Context: an optimization exercise on an open-source flow, tuned for small area. The choices shown serve that exercise and are no tape-out recipe.
Function was checked by simulation only, so behaviour that the tests miss may differ from the original.
Power and IR drop assume default switching activity.

==> module capture_ram, before the edit <==
module capture_ram #(
    parameter int DATA_W = 12,
    parameter int DEPTH  = 256,
    parameter int CW     = 3,
    localparam int RL    = 1 << CW,
    localparam int NR    = DEPTH / RL
) (
    input  logic              clk_i,
    input  logic              rst_i,
    input  logic [CW-1:0]     col_i,       
    input  logic              push_i,      
    input  logic              pop_i,       
    input  logic [DATA_W-1:0] wr_data_i,
    output logic [DATA_W-1:0] rd_data_o    
);
    logic [CW-1:0]        ph_q;
    logic                 pol_q;
    logic [RL-1:1]        pend_q;
    logic                 wait_n_q;    
    logic [DATA_W-1:0]    ws_q [1:RL-1];
    logic [RL*DATA_W-1:0] ring_q [NR];
    logic [DATA_W-1:0]    ring_out [NR];
    logic          req, now, shift, hold;
    logic [CW-1:0] ld;
    assign req   = push_i || pop_i;
    assign ld    = ph_q - col_i;
    assign now   = req && (ld == '0);
    assign shift = now || pend_q[RL-1];
    assign hold  = !now && wait_n_q;      
    always_ff @(posedge clk_i) begin
        if (rst_i) begin
            ph_q   <= '0;
            pol_q  <= 1'b0;
            pend_q <= '0;
            wait_n_q <= 1'b1;
        end else begin
            ph_q <= ph_q + CW'(1);
            if (&ph_q) pol_q <= !pol_q;
            pend_q[1] <= req && (ld == CW'(1));
            for (int i = 2; i < RL; i++) pend_q[i] <= (req && ld == CW'(i)) || pend_q[i-1];
            wait_n_q <= !((req && ld == CW'(RL-1)) || pend_q[RL-2]);
        end
    end
    always_ff @(posedge clk_i) begin
        ws_q[1] <= wr_data_i;
        for (int i = 2; i < RL; i++) begin
            if (req && ld == CW'(i)) ws_q[i] <= wr_data_i;
            else                     ws_q[i] <= ws_q[i-1];
        end
    end
    logic [DATA_W-1:0] ring_in;
    assign ring_in = (now ? wr_data_i : ws_q[RL-1]) ^ {DATA_W{pol_q}};
    for (genvar r = 0; r < NR; r++) begin : g_ring
        assign ring_out[r] = ring_q[r][RL*DATA_W-1 -: DATA_W];
        always_ff @(posedge clk_i) begin
            ring_q[r] <= {ring_q[r][(RL-1)*DATA_W-1:0],
                          ~(({DATA_W{shift}} | ring_out[r]) &
                            ({DATA_W{hold}} | ((r == 0) ? ring_in : ring_out[(r + NR - 1) % NR])))};
        end
    end
    logic [CW-1:0] rd_sel;
    logic          rd_inv;
    assign rd_sel    = ph_q - CW'(1) - col_i;
    assign rd_inv    = pol_q ^ (ph_q > rd_sel);
    assign rd_data_o = ring_q[NR-1][rd_sel*DATA_W +: DATA_W] ^ {DATA_W{rd_inv}};
endmodule
clock: 10.0 ns
lec_check: 0
cap_margin: 20
core_margin: 2
core_utilization: 65
cts_buf_list: sky130_fd_sc_hd__clkbuf_8
cts_cluster_diameter: 60
cts_cluster_size: 20
slew_margin: 20
run.sh (not shown) runs the stock make flow with config.mk's settings and CLKGATE_MAP_FILE= SYNTH_SCRIPT=/design/flow/synth_recipe.tcl, a recipe that flattens the netlist after the stock synthesis.
The baseline passed the timing, design-rule and antenna checks.
Then changed:
--- a/flow/design.v
+++ b/flow/design.v
@@ -24,33 +24,29 @@
     output logic [DATA_W-1:0] rd_data_o    
 );
     logic [CW-1:0]        ph_q;
     logic                 pol_q;
     logic [RL-1:1]        pend_q;
-    logic                 wait_n_q;    
     logic [DATA_W-1:0]    ws_q [1:RL-1];
     logic [RL*DATA_W-1:0] ring_q [NR];
     logic [DATA_W-1:0]    ring_out [NR];
-    logic          req, now, shift, hold;
+    logic          req, now, shift;
     logic [CW-1:0] ld;
     assign req   = push_i || pop_i;
     assign ld    = ph_q - col_i;
     assign now   = req && (ld == '0);
     assign shift = now || pend_q[RL-1];
-    assign hold  = !now && wait_n_q;      
     always_ff @(posedge clk_i) begin
         if (rst_i) begin
             ph_q   <= '0;
             pol_q  <= 1'b0;
             pend_q <= '0;
-            wait_n_q <= 1'b1;
         end else begin
             ph_q <= ph_q + CW'(1);
             if (&ph_q) pol_q <= !pol_q;
             pend_q[1] <= req && (ld == CW'(1));
             for (int i = 2; i < RL; i++) pend_q[i] <= (req && ld == CW'(i)) || pend_q[i-1];
-            wait_n_q <= !((req && ld == CW'(RL-1)) || pend_q[RL-2]);
         end
     end
     always_ff @(posedge clk_i) begin
         ws_q[1] <= wr_data_i;
         for (int i = 2; i < RL; i++) begin
@@ -62,12 +58,11 @@
     assign ring_in = (now ? wr_data_i : ws_q[RL-1]) ^ {DATA_W{pol_q}};
     for (genvar r = 0; r < NR; r++) begin : g_ring
         assign ring_out[r] = ring_q[r][RL*DATA_W-1 -: DATA_W];
         always_ff @(posedge clk_i) begin
             ring_q[r] <= {ring_q[r][(RL-1)*DATA_W-1:0],
-                          ~(({DATA_W{shift}} | ring_out[r]) &
-                            ({DATA_W{hold}} | ((r == 0) ? ring_in : ring_out[(r + NR - 1) % NR])))};
+                          ~(shift ? ((r == 0) ? ring_in : ring_out[(r + NR - 1) % NR]) : ring_out[r])};
         end
     end
     logic [CW-1:0] rd_sel;
     logic          rd_inv;
     assign rd_sel    = ph_q - CW'(1) - col_i;
The changed run finished with timing, DRC and antenna clean; die area went up by about 2%; total power drops by about 30%; via count decreases by 3.5%; critical path depth is unchanged; routed wire length goes down by 3.9%.

========
The RTL this note starts from:
==> flow/design.v <==
package scope_pkg;
    typedef enum logic [2:0] {
        ST_FILL    = 3'd0,
        ST_ARMED   = 3'd1,
        ST_POST    = 3'd2,
        ST_READOUT = 3'd3,
        ST_DONE    = 3'd4
    } cap_state_e;
    localparam logic [63:0] HEADER_WORD = {64{1'b1}};
endpackage
module capture_ram #(
    parameter int DATA_W = 12,
    parameter int DEPTH  = 256,
    parameter int CW     = 3,
    localparam int RL    = 1 << CW,
    localparam int NR    = DEPTH / RL
) (
    input  logic              clk_i,
    input  logic              rst_i,
    input  logic              push_i,      
    input  logic              pop_i,       
    input  logic [DATA_W-1:0] wr_data_i,
    output logic [DATA_W-1:0] rd_data_o    
);
    logic [CW-1:0]        ph_q;
    logic [CW-1:0]        lag_q;
    logic                 pol_q;
    logic [RL-1:1]        pend_q;
    logic                 wait_n_q;    
    logic [DATA_W-1:0]    ws_q [1:RL-1];
    logic [RL*DATA_W-1:0] ring_q [NR];
    logic [DATA_W-1:0]    ring_out [NR];
    logic req, now, shift, hold;
    assign req   = push_i || pop_i;
    assign now   = req && (lag_q == '0);
    assign shift = now || pend_q[RL-1];
    assign hold  = !now && wait_n_q;      
    always_ff @(posedge clk_i) begin
        if (rst_i) begin
            ph_q     <= '0;
            lag_q    <= '0;
            pol_q    <= 1'b0;
            pend_q   <= '0;
            wait_n_q <= 1'b1;
        end else begin
            ph_q <= ph_q + CW'(1);
            if (!req) lag_q <= lag_q + CW'(1);
            if (&ph_q) pol_q <= !pol_q;
            pend_q[1] <= req && (lag_q == CW'(1));
            for (int i = 2; i < RL; i++) pend_q[i] <= (req && lag_q == CW'(i)) || pend_q[i-1];
            wait_n_q <= !((req && lag_q == CW'(RL-1)) || pend_q[RL-2]);
        end
    end
    always_ff @(posedge clk_i) begin
        ws_q[1] <= wr_data_i;
        for (int i = 2; i < RL; i++) begin
            if (req && lag_q == CW'(i)) ws_q[i] <= wr_data_i;
            else                        ws_q[i] <= ws_q[i-1];
        end
    end
    logic [DATA_W-1:0] ring_in;
    assign ring_in = (now ? wr_data_i : ws_q[RL-1]) ^ {DATA_W{pol_q}};
    for (genvar r = 0; r < NR; r++) begin : g_ring
        assign ring_out[r] = ring_q[r][RL*DATA_W-1 -: DATA_W];
        always_ff @(posedge clk_i) begin
            ring_q[r] <= {ring_q[r][(RL-1)*DATA_W-1:0],
                          ~(({DATA_W{shift}} | ring_out[r]) &
                            ({DATA_W{hold}} | ((r == 0) ? ring_in : ring_out[(r + NR - 1) % NR])))};
        end
    end
    logic [CW-1:0] rd_sel;
    logic          rd_inv;
    assign rd_sel    = lag_q - CW'(1);
    assign rd_inv    = pol_q ^ (ph_q > rd_sel);
    assign rd_data_o = ring_q[NR-1][rd_sel*DATA_W +: DATA_W] ^ {DATA_W{rd_inv}};
endmodule
module capture_buffer #(
    parameter int DATA_W   = 12,
    parameter int DEPTH    = 256,
    parameter int PRE_TRIG = 64
) (
    input  logic              i_clk,
    input  logic              i_RESET,
    input  logic              i_response_valid,
    input  logic [DATA_W-1:0] i_sample_data,
    input  logic              i_trigger,
    output logic [DATA_W-1:0] o_data,
    output logic              o_valid,
    output logic              o_last,
    input  logic              i_ready,
    output logic              o_TRANSFER_DONE,
    output logic              o_armed
);
    localparam int AW = $clog2(DEPTH);
    localparam int CW = 3;
    localparam logic [AW-1:0] PRE_LAST = AW'(PRE_TRIG - 1);
    localparam logic [AW-1:0] ALL_LAST = AW'(DEPTH - 1);
    scope_pkg::cap_state_e state_q, state_d;
    logic [AW-1:0]     cnt_q, cnt_d;
    logic              o_valid_q, o_valid_d;
    logic              push, pop;
    capture_ram #(.DATA_W(DATA_W), .DEPTH(DEPTH), .CW(CW)) u_ram (
        .clk_i     (i_clk),
        .rst_i     (i_RESET),
        .push_i    (push),
        .pop_i     (pop),
        .wr_data_i (i_sample_data),
        .rd_data_o (o_data)
    );
    always_ff @(posedge i_clk) begin
        if (i_RESET) begin
            state_q   <= scope_pkg::ST_FILL;
            cnt_q     <= '0;
            o_valid_q <= 1'b0;
        end else begin
            state_q   <= state_d;
            cnt_q     <= cnt_d;
            o_valid_q <= o_valid_d;
        end
    end
    assign pop = o_valid_q && i_ready;
    always_comb begin
        state_d   = state_q;
        cnt_d     = cnt_q;
        o_valid_d = o_valid_q;
        push      = 1'b0;
        case (state_q)
            scope_pkg::ST_FILL: begin
                if (i_response_valid) begin
                    push  = 1'b1;
                    cnt_d = cnt_q + AW'(1);
                    if (cnt_q == PRE_LAST) state_d = scope_pkg::ST_ARMED;
                end
            end
            scope_pkg::ST_ARMED: begin
                push = i_response_valid;
                if (i_trigger) begin
                    if (i_response_valid) cnt_d = cnt_q + AW'(1);
                    state_d = scope_pkg::ST_POST;
                end
            end
            scope_pkg::ST_POST: begin
                if (i_response_valid) begin
                    push  = 1'b1;
                    cnt_d = cnt_q + AW'(1);
                    if (cnt_q == ALL_LAST) state_d = scope_pkg::ST_READOUT;
                end
            end
            scope_pkg::ST_READOUT: begin
                o_valid_d = 1'b1;
                if (pop) begin
                    cnt_d = cnt_q + AW'(1);
                    if (cnt_q == ALL_LAST) begin
                        o_valid_d = 1'b0;
                        state_d   = scope_pkg::ST_DONE;
                    end
                end
            end
            scope_pkg::ST_DONE: begin
                state_d = scope_pkg::ST_FILL;
            end
            default: state_d = scope_pkg::ST_FILL;
        endcase
    end
    assign o_valid = o_valid_q;
    assign o_last  = o_valid_q && (cnt_q == ALL_LAST);
    assign o_TRANSFER_DONE = (state_q == scope_pkg::ST_DONE);
    assign o_armed         = (state_q == scope_pkg::ST_ARMED);
endmodule
export LEC_CHECK = 0
export CAP_MARGIN = 20
export CORE_MARGIN = 2
export CORE_UTILIZATION = 65
export CTS_BUF_LIST = sky130_fd_sc_hd__clkbuf_8
export CTS_CLUSTER_DIAMETER = 60
export CTS_CLUSTER_SIZE = 20
export SLEW_MARGIN = 20
create_clock -name core_clock -period 10.0 [get_ports {i_clk}]
standard.sh (not shown) runs the stock make flow with config.mk's settings and CLKGATE_MAP_FILE= SYNTH_SCRIPT=/design/flow/synth_recipe.tcl, a recipe that flattens the netlist after the stock synthesis.
==> flow/flow/run.sh <==
#!/bin/bash
# Standard layout (the standard.sh, unchanged synthesis) with two changes:
# clock tree synthesis without dummy loads, and the smallest buffer on the ports.
set -euo pipefail
export CTS_ARGS="-sink_clustering_enable -repair_clock_nets -dont_use_dummy_load -buf_list sky130_fd_sc_hd__clkbuf_8 -sink_clustering_size 20 -sink_clustering_max_diameter 60"
export BUFFER_PORTS_ARGS="-buffer_cell sky130_fd_sc_hd__buf_1"
bash standard.sh > standard.log 2>&1
Then changed:
--- a/flow/design.v
+++ b/flow/design.v
@@ -50,17 +50,19 @@
             for (int i = 2; i < RL; i++) pend_q[i] <= (req && lag_q == CW'(i)) || pend_q[i-1];
             wait_n_q <= !((req && lag_q == CW'(RL-1)) || pend_q[RL-2]);
         end
     end
+    logic [DATA_W-1:0] wr_data_x;
+    assign wr_data_x = wr_data_i ^ {DATA_W{pol_q ^ ((lag_q != '0) && (ph_q >= lag_q))}};
     always_ff @(posedge clk_i) begin
-        ws_q[1] <= wr_data_i;
+        ws_q[1] <= wr_data_x;
         for (int i = 2; i < RL; i++) begin
-            if (req && lag_q == CW'(i)) ws_q[i] <= wr_data_i;
+            if (req && lag_q == CW'(i)) ws_q[i] <= wr_data_x;
             else                        ws_q[i] <= ws_q[i-1];
         end
     end
     logic [DATA_W-1:0] ring_in;
-    assign ring_in = (now ? wr_data_i : ws_q[RL-1]) ^ {DATA_W{pol_q}};
+    assign ring_in = now ? wr_data_x : ws_q[RL-1];
     for (genvar r = 0; r < NR; r++) begin : g_ring
         assign ring_out[r] = ring_q[r][RL*DATA_W-1 -: DATA_W];
         always_ff @(posedge clk_i) begin
             ring_q[r] <= {ring_q[r][(RL-1)*DATA_W-1:0],
Effect: Power came out higher by 1.3%; hold slack gets worse by 0.014 ns; area after synthesis barely changes; via count rose by 0.99%; sequential cell count does not change; die area is about the same.

-- static timing again, ports no longer ideal --
How much do the figures lean on ideal ports? The routed layouts below were timed once more, with nothing changed but the port constraints.
Step 1 assumes that a clkbuf_16 drives the clock port and a buf_2 every other input.
Step 2 times the ports against the registers' clock, not the clock port: input delays grow and output delays shrink by t, the midpoint of the rising clock arrivals with the driver on.
Three values: no drivers, after step 1, after step 2; two values: the first two.
run | t (ns) | setup slack, ns | worst setup path at the end | slew at the worst register clock pin (ns) | pins driven straight from the clock port
the first run of note 1 | 0.910 | 2.694 / 2.628 / 3.538 | register to output | 0.12 / 0.12 | 1
the second run of note 1 | 0.898 | 3.081 / 3.017 / 3.915 | register to output | 0.11 / 0.11 | 1
the first run of note 2 | 0.899 | 3.098 / 3.035 / 3.934 | register to output | 0.12 / 0.12 | 1
the second run of note 2 | 0.888 | 3.511 / 3.449 / 4.337 | register to output | 0.11 / 0.11 | 1
After both steps setup and hold are still met in every run listed.
